From an optimization exercise on the open Yosys and OpenROAD flow, aimed at small area; shortcuts taken in it are not production practice. In this exercise RTL edits were held to simulation tests only and were not proved equivalent to the original. Power and IR drop assume default switching activity.

## run 1
// regfile_sb
module regfile_sb #(
    parameter int DATA_W = 32,
    parameter int ADDR_W = 5,
    parameter int BYPASS = 1,
    parameter int V0_IDX = 2,
    parameter int A0_IDX = 4
) (
    input  logic              clk,
    input  logic              rst,
    input  logic [ADDR_W-1:0] rd_addr_a,
    output logic [DATA_W-1:0] rd_data_a,
    input  logic [ADDR_W-1:0] rd_addr_b,
    output logic [DATA_W-1:0] rd_data_b,
    input  logic              wr_en,
    input  logic [ADDR_W-1:0] wr_addr,
    input  logic [DATA_W-1:0] wr_data,
    input  logic              iss_en,
    input  logic [ADDR_W-1:0] iss_addr,
    output logic              busy_a,
    output logic              busy_b,
    output logic [DATA_W-1:0] sys_v0,
    input  logic              print_req,
    output logic [DATA_W-1:0] sys_a0,
    output logic              sys_a0_vld
);
    localparam int DEPTH = 1 << ADDR_W;
    logic [DATA_W-1:0] r_regs [1:DEPTH-1];
    logic [DEPTH-1:1]  r_pend;
    logic [DATA_W-1:0] r_sys_a0;
    logic              r_sys_a0_vld;
    logic [DEPTH-1:1]  w_we;       
    logic [DEPTH-1:1]  w_iss;      
    logic [DEPTH-1:1]  w_sel_a;    
    logic [DEPTH-1:1]  w_sel_b;
    logic              w_hit_a;
    logic              w_hit_b;
  ...
Size in the first run: roughly 2,500 cells after synthesis, about 1,100 flip-flops.
==> flow/config.mk <==
export PLATFORM = sky130hd
export DESIGN_NAME = regfile_sb
export DESIGN_NICKNAME = regfile_sb
export VERILOG_FILES = /design/flow/design.v
export SDC_FILE = /design/flow/constraint.sdc
export NUM_CORES = 4
export LEC_CHECK = 0
export CAP_MARGIN = 0
export CORE_MARGIN = 2
export CORE_UTILIZATION = 45
export SLEW_MARGIN = 0
export SYNTH_HIERARCHICAL = 1
==> flow/constraint.sdc <==
create_clock -name core_clock -period 5.5 [get_ports {clk}]
set_input_delay 1.1000 -clock core_clock [delete_from_list [all_inputs] [get_ports {clk}]]
set_output_delay 1.1000 -clock core_clock [all_outputs]
set_load 0.01 [all_outputs]
standard.sh (not shown) runs the stock make flow with config.mk's settings and CLKGATE_MAP_FILE= SYNTH_SCRIPT=/design/flow/synth_recipe.tcl, a recipe that flattens the netlist after the stock synthesis.
==> flow/flow/run.sh <==
#!/bin/bash
# Standard synthesis, then the standard ORFS layout with a few extra knobs:
# plain buffers on the ports, free resizing, smaller clock buffers and no
# CTS dummy loads.
set -euo pipefail
bash standard.sh synth > synth.log 2>&1
bash standard.sh finish \
  "BUFFER_PORTS_ARGS=-buffer_cell sky130_fd_sc_hd__buf_1" \
  "MATCH_CELL_FOOTPRINT=0" \
  "CTS_ARGS=-sink_clustering_enable -repair_clock_nets -dont_use_dummy_load -sink_clustering_size 30 -sink_buffer_max_cap_derate 1.0 -buf_list {sky130_fd_sc_hd__clkbuf_8}" \
  > layout.log 2>&1
Completing all stages was not enough for run 1: its layout failed the final checks because of max-capacitance violations, max-slew violations, negative setup slack.
#### Input delta (run 2 over run 1)
Settings: SETUP_SLACK_MARGIN newly set to 0.2; SLEW_MARGIN changed from 0 to 20; CORE_UTILIZATION changed from 45 to 50; CAP_MARGIN changed from 0 to 20.
==> flow/flow/run.sh <==
#!/bin/bash
# Standard synthesis, then the standard ORFS layout with a few extra knobs:
# plain buffers on the ports, free resizing, and a clock tree of small
# buffers with larger sink clusters and no dummy loads.
set -euo pipefail
bash standard.sh synth > synth.log 2>&1
bash standard.sh finish \
  "BUFFER_PORTS_ARGS=-buffer_cell sky130_fd_sc_hd__buf_1" \
  "MATCH_CELL_FOOTPRINT=0" \
  "CTS_ARGS=-sink_clustering_enable -repair_clock_nets -dont_use_dummy_load -sink_clustering_size 14 -sink_clustering_max_diameter 80 -buf_list {sky130_fd_sc_hd__clkbuf_8}" \
  > layout.log 2>&1
### Flow results
- Of run 2 and run 1, only run 1 fails to finish with a clean layout.
- Summary of run 2 over run 1: setup slack higher, aggregate routed wire length shrank by 3.8%.
- Total power of run 2 is lower than that of run 1.
### run 2 -> run 3
-- flow/flow/run.sh --
<<< run 2, line 10
  "CTS_ARGS=-sink_clustering_enable -repair_clock_nets -dont_use_dummy_load -sink_clustering_size 14 -sink_clustering_max_diameter 80 -buf_list {sky130_fd_sc_hd__clkbuf_8}" \
>>> run 3, line 10
  "CTS_ARGS=-sink_clustering_enable -repair_clock_nets -dont_use_dummy_load -sink_clustering_size 12 -sink_clustering_max_diameter 80 -buf_list {sky130_fd_sc_hd__clkbuf_8}" \
--- outcome ---
On post-route cell area, the higher figure sits with run 3, not run 2.
Run 3 vs. run 2: number of antenna violations at the first check in global routing +2; count of antenna-violating nets left after detailed routing barely changed.
The inputs of run 4 differ from those of run 3 as listed below.
Settings: CORE_UTILIZATION changed from 50 to 40; SETUP_SLACK_MARGIN removed (was 0.2).
==> flow/run.sh (new file) <==
#!/bin/bash
# synth_recipe.tcl (not shown) runs the flow's synth.tcl, then flattens the netlist and writes it again
# the make line also repeats each setting of config.mk as NAME=value (left out here)
make -C /OpenROAD-flow-scripts/flow DESIGN_CONFIG=/design/flow/config.mk WORK_HOME=/design/flow/orfs CLKGATE_MAP_FILE= SYNTH_SCRIPT=/design/flow/synth_recipe.tcl finish
removed: flow/flow/run.sh
removed: flow/standard.sh
--- outcome ---
From run 3 to run 4 the numbers moved as follows: clock-pin slew on the worst setup and hold paths moved down; buffers plus inverters on the worst setup path rose by 1. Post-route minimum period: run 4 worse than run 3. Every stage of run 4 finished as expected; the final checks, on the other hand, flagged negative setup slack, which means the layout fails. Looking only at count of cells resized by post-cts repair, and setting everything else aside, the lower value of run 3 and run 4 goes to run 3. Diff run 3 -> run 4: setup slack -0.17 ns; number of setup violations in the final report increased 2; placed wire-length estimate now sits higher; proportion of final cell area spent on non-clock buffers up 5.5 points. Relative to run 3, the power measured on run 4 has increased by more than 10%.

Starting RTL as in the previous note.
export LEC_CHECK = 0
export CAP_MARGIN = 20
export CORE_MARGIN = 2
export CORE_UTILIZATION = 50
export SLEW_MARGIN = 20
export SYNTH_HIERARCHICAL = 1
create_clock -name core_clock -period 5.5 [get_ports {clk}]
==> flow/flow/run.sh <==
#!/bin/bash
# Standard synthesis, then the standard ORFS layout with a few extra knobs:
# plain buffers on the ports, free resizing, and a clock tree of small
# buffers with larger sink clusters and no dummy loads.
set -euo pipefail
bash standard.sh synth > synth.log 2>&1
bash standard.sh finish \
  "BUFFER_PORTS_ARGS=-buffer_cell sky130_fd_sc_hd__buf_1" \
  "MATCH_CELL_FOOTPRINT=0" \
  "CTS_ARGS=-sink_clustering_enable -repair_clock_nets -dont_use_dummy_load -sink_clustering_size 10 -sink_clustering_max_diameter 80 -buf_list {sky130_fd_sc_hd__clkbuf_8}" \
  > layout.log 2>&1
The first run completed with no timing, DRC or antenna violations.
Next try:
--- a/flow/config.mk
+++ b/flow/config.mk
@@ -10 +10 @@
-export CORE_UTILIZATION = 50
+export CORE_UTILIZATION = 62
With this change the flow completed, yet does not pass: setup timing.
Final area decreases slightly.
Non-clock buffer count decreases by 2.
Wire length decreases by a little under a tenth.
Cell count decreases by a few percent.
Clock skew decreases by 0.017 ns.
Area after synthesis does not change.
Worst setup slack got worse by 0.064 ns.
Clock-buffer cell count does not change.

regfile_sb again, from the RTL that the note above started with.
export LEC_CHECK = 0
export CAP_MARGIN = 20
export CORE_MARGIN = 2
export CORE_UTILIZATION = 50
export SLEW_MARGIN = 20
export SYNTH_HIERARCHICAL = 1
create_clock -name core_clock -period 5.5 [get_ports {clk}]
==> flow/flow/run.sh <==
#!/bin/bash
# Standard synthesis, then the standard ORFS layout with a few extra knobs:
# plain buffers on the ports, free resizing, and a clock tree of small
# buffers with larger sink clusters and no dummy loads.
set -euo pipefail
bash standard.sh synth > synth.log 2>&1
bash standard.sh finish \
  "BUFFER_PORTS_ARGS=-buffer_cell sky130_fd_sc_hd__buf_1" \
  "MATCH_CELL_FOOTPRINT=0" \
  "CTS_ARGS=-sink_clustering_enable -repair_clock_nets -dont_use_dummy_load -buf_list {sky130_fd_sc_hd__clkbuf_8}" \
  > layout.log 2>&1
==> next run, changes <==
--- a/flow/flow/run.sh
+++ b/flow/flow/run.sh
@@ -10 +10 @@
-  "CTS_ARGS=-sink_clustering_enable -repair_clock_nets -dont_use_dummy_load -buf_list {sky130_fd_sc_hd__clkbuf_8}" \
+  "CTS_ARGS=-sink_clustering_enable -repair_clock_nets -dont_use_dummy_load -sink_clustering_size 14 -sink_clustering_max_diameter 80 -buf_list {sky130_fd_sc_hd__clkbuf_8}" \
PLACE_DENSITY = 0.7   (was unset)
SETUP_SLACK_MARGIN = 0.4   (was unset)
Outcome: Clock-buffer cell count decreases by 85; setup slack gets better by 0.20 ns; die area is unchanged; sequential share of layout area goes up by 1.3 points; utilization is lower by 1.1 points; synthesized area is unchanged; wire length drops by 5.5%.
==> next run, changes <==
==> flow/flow/run.sh (replaced) <==
#!/bin/bash
# Standard synthesis, then the standard ORFS layout with a few extra knobs:
# plain buffers on the ports, free resizing, smaller clock buffers and no
# CTS dummy loads.
set -euo pipefail
bash standard.sh synth > synth.log 2>&1
bash standard.sh finish \
  "BUFFER_PORTS_ARGS=-buffer_cell sky130_fd_sc_hd__buf_1" \
  "MATCH_CELL_FOOTPRINT=0" \
  "CTS_ARGS=-sink_clustering_enable -repair_clock_nets -dont_use_dummy_load -sink_clustering_size 20 -buf_list {sky130_fd_sc_hd__clkbuf_4 sky130_fd_sc_hd__clkbuf_8}" \
  > layout.log 2>&1
CAP_MARGIN = 0   (was 20)
CORE_UTILIZATION = 45   (was 50)
PLACE_DENSITY = unset   (was 0.7)
SETUP_SLACK_MARGIN = unset   (was 0.4)
SLEW_MARGIN = 0   (was 20)
Effect: Now the flow finished but failed the layout checks on max-capacitance violations, max-slew violations, negative setup slack. Sequential share of layout area shrinks by 1.3 points. Cell area grows by 2.1%. Maximum frequency shrinks by 7.3%. Power grows by 11%. Via count grows by 2.4%. Worst hold slack is worse by 0.0046 ns. Non-clock buffer count shrinks by 8. Sequential cell count does not change. Die area grows by 11%. Clock power grows by 43%. Sequential power barely changes.
==> next run, changes <==
==> flow/flow/run.sh (replaced) <==
#!/bin/bash
# Standard synthesis, then the standard ORFS layout with a few extra knobs:
# plain buffers on the ports, free resizing, and a clock tree of small
# buffers with larger sink clusters and no dummy loads.
set -euo pipefail
bash standard.sh synth > synth.log 2>&1
bash standard.sh finish \
  "BUFFER_PORTS_ARGS=-buffer_cell sky130_fd_sc_hd__buf_1" \
  "MATCH_CELL_FOOTPRINT=0" \
  "CTS_ARGS=-sink_clustering_enable -repair_clock_nets -dont_use_dummy_load -sink_clustering_size 12 -sink_clustering_max_diameter 80 -buf_list {sky130_fd_sc_hd__clkbuf_8}" \
  > layout.log 2>&1
CAP_MARGIN = 20   (was 0)
CORE_UTILIZATION = 50   (was 45)
SLEW_MARGIN = 20   (was 0)
Result: The new run completed with no timing, DRC or antenna violations. Count of clock-buffer cells in the layout shrinks by 68. Setup slack improves by 0.19 ns. Total power decreases by 8.2%. Routed wire length came out lower by 3.2%. Final cell count went down by 4.3%. Combinational power stays flat. Core utilization rises by 4.8 points. Maximum frequency grows by 3.5%. Synthesized area stays the same.

==> separate check: timing with driven ports <==
The results above use ideal ports. As a check the final layouts listed here were re-extracted and re-timed, cells and wires unchanged.
Step 1, drivers: a clkbuf_16 drives clk and a buf_2 each remaining input, both assumed.
Step 2 moves the port delays by t, midway between the first and last clock arrival at a register: inputs arrive t later, outputs are due t later. That takes back most of the time a late clock gives input paths.
Slacks: no drivers / after step 1 / after step 2; pairs: no drivers / after step 1.
run | shift t [ns] | slack for setup (ns) | worst hold slack (ns) | pins driven straight from the clock port
run 1 | 0.901 | -0.052 / -0.076 / -0.076 | 0.500 / 0.485 / 0.500 | 1
run 2 | 0.763 | 0.176 / 0.140 / 0.140 | 0.505 / 0.505 / 0.505 | 1
run 3 | 0.785 | 0.148 / 0.114 / 0.114 | 0.505 / 0.505 / 0.505 | 1
run 4 | 0.764 | -0.022 / -0.054 / -0.054 | 0.494 / 0.494 / 0.494 | 1
the first run of note 2 | 0.828 | 0.058 / 0.027 / 0.027 | 0.508 / 0.508 / 0.508 | 1
the second run of note 2 | 0.813 | -0.006 / -0.043 / -0.043 | 0.501 / 0.501 / 0.501 | 1
the first run of note 3 | 0.890 | 0.136 / 0.107 / 0.107 | 0.482 / 0.437 / 0.502 | 1
the second run of note 3 | 0.779 | 0.341 / 0.306 / 0.306 | 0.502 / 0.502 / 0.502 | 1
the third run of note 3 | 0.904 | -0.065 / -0.090 / -0.090 | 0.498 / 0.493 / 0.498 | 1
the fourth run of note 3 | 0.796 | 0.122 / 0.098 / 0.098 | 0.504 / 0.504 / 0.504 | 1
For the second run of note 2, which loses most, drivers alone change the setup slack by -0.037 ns; drivers and shift together by -0.037 ns.
